This design comes from an exercise in tuning for small area and a short achievable clock period on the open sky130 flow, not from production work. In this exercise RTL edits were held to simulation tests only and were not proved equivalent to the original. No driver is modelled on the clock port, so clocking that relies on it looks cheaper here than on a real chip. Power is estimated from default activity; no workload was simulated.

Design bin_mult, start of the top module:
module bin_mult #(
  parameter int WIDTH  = 32,
  parameter int STAGES = 4
) (
  input  logic               CLK,
  input  logic               rst_n,
  input  logic [WIDTH-1:0]   A,
  input  logic [WIDTH-1:0]   B,
  output logic [2*WIDTH-1:0] C
);
For scale: about 2,900 cells after synthesis, roughly 34,000 um^2 of cells after synthesis.
export LEC_CHECK = 0
export CAP_MARGIN = 20
export CORE_MARGIN = 2
export CORE_UTILIZATION = 60
export CTS_CLUSTER_DIAMETER = 80
export CTS_CLUSTER_SIZE = 24
export PLACE_DENSITY = 0.7
export SLEW_MARGIN = 20
create_clock -name core_clock -period 9.0 [get_ports {CLK}]
standard.sh (not shown) runs the stock make flow with config.mk's settings and CLKGATE_MAP_FILE= SYNTH_SCRIPT=/design/flow/synth_recipe.tcl, a recipe that flattens the netlist after the stock synthesis.
==> flow/flow/run.sh <==
#!/bin/bash
# Own layout flow: the standard synthesis, then a polarity pass over the mapped
# netlist (flow/polarity.py: flips full adders and 2-input gates to remove
# inverters; same registers, same function), then the standard layout steps
# with the make settings listed one per line in flow/extra.txt, and a hook
# after CTS (flow/post_cts.tcl) that lets the clock port drive the first level
# of the clock tree directly.
set -uo pipefail
R=orfs/results/sky130hd/bin_mult/base
EXTRA=()
if [[ -f flow/extra.txt ]]; then readarray -t EXTRA < <(grep -v '^\s*$' flow/extra.txt); fi
bash standard.sh synth > log_synth.txt 2>&1 || { tail -20 log_synth.txt; exit 1; }
cp $R/1_2_yosys.v $R/1_2_yosys_standard.v
python3 flow/polarity.py $R/1_2_yosys_standard.v $R/1_2_yosys_polarity.v > log_polarity.txt 2>&1 || { cat log_polarity.txt; exit 1; }
cp $R/1_2_yosys_polarity.v $R/1_2_yosys.v
rm -f $R/1_synth.odb
bash standard.sh finish "POST_CTS_TCL=$PWD/flow/post_cts.tcl" "${EXTRA[@]}" > log_layout.txt 2>&1 || { tail -20 log_layout.txt; exit 1; }
==> flow/flow/extra.txt <==
SETUP_SLACK_MARGIN=6.3
BUFFER_PORTS_ARGS=-buffer_cell sky130_fd_sc_hd__buf_1
Other scripts of this flow, unchanged in this note and not shown: flow/flow/polarity.py, flow/flow/post_cts.tcl
Edit:
==> flow/flow/extra.txt (replaced) <==
SETUP_SLACK_MARGIN=6.2
BUFFER_PORTS_ARGS=-buffer_cell sky130_fd_sc_hd__buf_1
What happened: The new run finished with timing, DRC and antenna clean. Utilization falls by 1.6 points. Sequential power rose by about 0.9%. Setup slack got worse by 100 ps.

---

Another version of the RTL of bin_mult (not shown whole).
Size: roughly 2900 cells after synthesis.
==> flow/config.mk <==
export PLATFORM = sky130hd
export DESIGN_NAME = bin_mult
export DESIGN_NICKNAME = bin_mult
export VERILOG_FILES = /design/flow/design.v
export SDC_FILE = /design/flow/constraint.sdc
export NUM_CORES = 4
export LEC_CHECK = 0
export CAP_MARGIN = 20
export CORE_MARGIN = 2
export CORE_UTILIZATION = 40
export CTS_CLUSTER_DIAMETER = 80
export CTS_CLUSTER_SIZE = 24
export SLEW_MARGIN = 20
==> flow/constraint.sdc <==
create_clock -name core_clock -period 9.0 [get_ports {CLK}]
set_input_delay 1.8000 -clock core_clock [delete_from_list [all_inputs] [get_ports {CLK}]]
set_output_delay 1.8000 -clock core_clock [all_outputs]
set_load 0.01 [all_outputs]
==> flow/flow/run.sh <==
#!/bin/bash
# Own layout flow: the standard synthesis, then a polarity pass over the mapped
# netlist (flow/polarity.py: flips full adders and 2-input gates to remove
# inverters; same registers, same function), then the standard layout steps
# with the make settings listed one per line in flow/extra.txt.
set -uo pipefail
R=orfs/results/sky130hd/bin_mult/base
EXTRA=()
if [[ -f flow/extra.txt ]]; then readarray -t EXTRA < <(grep -v '^\s*$' flow/extra.txt); fi
bash standard.sh synth > log_synth.txt 2>&1 || { tail -20 log_synth.txt; exit 1; }
cp $R/1_2_yosys.v $R/1_2_yosys_standard.v
python3 flow/polarity.py $R/1_2_yosys_standard.v $R/1_2_yosys_polarity.v > log_polarity.txt 2>&1 || { cat log_polarity.txt; exit 1; }
cp $R/1_2_yosys_polarity.v $R/1_2_yosys.v
rm -f $R/1_synth.odb
bash standard.sh finish "${EXTRA[@]}" > log_layout.txt 2>&1 || { tail -20 log_layout.txt; exit 1; }
==> flow/flow/extra.txt <==
SETUP_SLACK_MARGIN=6.2
Other scripts of this flow, unchanged in this note and not shown: flow/flow/polarity.py
The baseline finished clean.
Then changed:
--- a/flow/flow/run.sh
+++ b/flow/flow/run.sh
@@ -5 +5,3 @@
-# with the make settings listed one per line in flow/extra.txt.
+# with the make settings listed one per line in flow/extra.txt, and a hook
+# after CTS (flow/post_cts.tcl) that lets the clock port drive the first level
+# of the clock tree directly.
@@ -15 +17 @@
-bash standard.sh finish "${EXTRA[@]}" > log_layout.txt 2>&1 || { tail -20 log_layout.txt; exit 1; }
+bash standard.sh finish "POST_CTS_TCL=$PWD/flow/post_cts.tcl" "${EXTRA[@]}" > log_layout.txt 2>&1 || { tail -20 log_layout.txt; exit 1; }
==> flow/flow/extra.txt (replaced) <==
SETUP_SLACK_MARGIN=6.2
BUFFER_PORTS_ARGS=-buffer_cell sky130_fd_sc_hd__buf_1
==> flow/flow/post_cts.tcl (new file) <==
set block [ord::get_db_block]
set root [$block findInst clkbuf_0_CLK]
if {$root != "NULL"} {
  set clk_net [[$root findITerm A] getNet]
  set out_net [[$root findITerm X] getNet]
  set loads {}
  foreach it [$out_net getITerms] {
    if {[$it getInst] != $root} { lappend loads $it }
  }
  if {[llength $loads] <= 4 && [llength [$out_net getBTerms]] == 0} {
    foreach it $loads {
      $it disconnect
      $it connect $clk_net
    }
    odb::dbInst_destroy $root
    odb::dbNet_destroy $out_net
    puts "post_cts: removed root clock buffer, port drives [llength $loads] buffers"
    estimate_parasitics -placement
    repair_timing_helper
    detailed_placement
    check_placement -verbose
  } else {
    puts "post_cts: root buffer has [llength $loads] loads, kept"
  }
}
--- a/flow/config.mk
+++ b/flow/config.mk
@@ -10 +10 @@
-export CORE_UTILIZATION = 40
+export CORE_UTILIZATION = 60
@@ -12,0 +13 @@
+export PLACE_DENSITY = 0.7
Effect: Register-to-register slack gets better by 80 ps. Clock skew is higher by 7.1 ps. Power is lower by 2.8%. Sequential share of layout area is higher by 0.93 points. Sequential cell count stays the same. Die area is lower by 33%. Maximum frequency is higher by about 6%. Setup slack gets better by 180 ps.
Then changed:
--- a/flow/flow/run.sh
+++ b/flow/flow/run.sh
@@ -5,3 +5 @@
-# with the make settings listed one per line in flow/extra.txt, and a hook
-# after CTS (flow/post_cts.tcl) that lets the clock port drive the first level
-# of the clock tree directly.
+# with the make settings listed one per line in flow/extra.txt.
@@ -17 +15 @@
-bash standard.sh finish "POST_CTS_TCL=$PWD/flow/post_cts.tcl" "${EXTRA[@]}" > log_layout.txt 2>&1 || { tail -20 log_layout.txt; exit 1; }
+bash standard.sh finish "${EXTRA[@]}" > log_layout.txt 2>&1 || { tail -20 log_layout.txt; exit 1; }
--- a/flow/config.mk
+++ b/flow/config.mk
@@ -11,2 +10,0 @@
-export CTS_CLUSTER_DIAMETER = 80
-export CTS_CLUSTER_SIZE = 24
removed: flow/flow/post_cts.tcl
The new run passed the timing, DRC and antenna checks; worst setup slack loses 120 ps; final area increases by a few percent; sequential power stays flat; die area does not change; synthesized area stays the same; combinational power rises slightly; wire length rises by a few percent; clock skew decreases by 16 ps; register-to-register slack got worse by 40 ps; worst hold slack gets worse by 11 ps; global-route usage rises by 0.39 points.
Then changed:
==> flow/flow/extra.txt (replaced) <==
SETUP_SLACK_MARGIN=6.1
BUFFER_PORTS_ARGS=-buffer_cell sky130_fd_sc_hd__buf_1
--- a/flow/config.mk
+++ b/flow/config.mk
@@ -10,2 +10,3 @@
-export CORE_UTILIZATION = 60
-export PLACE_DENSITY = 0.7
+export CORE_UTILIZATION = 40
+export CTS_CLUSTER_DIAMETER = 80
+export CTS_CLUSTER_SIZE = 24
Outcome:
- non-clock buffer count falls by 22
- cell area falls slightly
- first-iteration DRC count falls by about a fifth

what the ideal ports hide:
The results above use ideal ports. As a check the final layouts listed here were re-extracted and re-timed, cells and wires unchanged.
Step 1: set_driving_cell puts a clkbuf_16 on CLK and a buf_2 on each other input, an assumption about the parent block.
Step 2 also shifts input and output timing later by t, the mid clock arrival at the registers, as if the neighbouring blocks saw the same clock.
Three values: ideal, step 1, step 2; two values: the first two.
run | t, ns | setup slack, ns | worst setup path at the end | latest minus earliest clock arrival (ns)
the first run of note 1 | 0.523 | 6.241 / 6.169 / 6.241 | register to register | 0.032 / 0.032
the second run of note 1 | 0.518 | 6.142 / 6.141 / 6.141 | register to register | 0.033 / 0.032
the first run of note 2 | 0.656 | 6.013 / 5.952 / 5.955 | input, reset recovery | 0.032 / 0.032
the second run of note 2 | 0.512 | 6.189 / 6.165 / 6.190 | register to register | 0.038 / 0.039
the third run of note 2 | 0.690 | 6.066 / 6.004 / 6.151 | register to register | 0.024 / 0.023
the fourth run of note 2 | 0.642 | 6.053 / 5.994 / 6.156 | register to register | 0.048 / 0.048
After both steps every run listed still meets setup and hold. The setup slack of the first run of note 2, which loses most, moves by -0.061 ns with the drivers and by -0.058 ns with both steps. The worst setup slack also covers recovery checks on asynchronous resets.
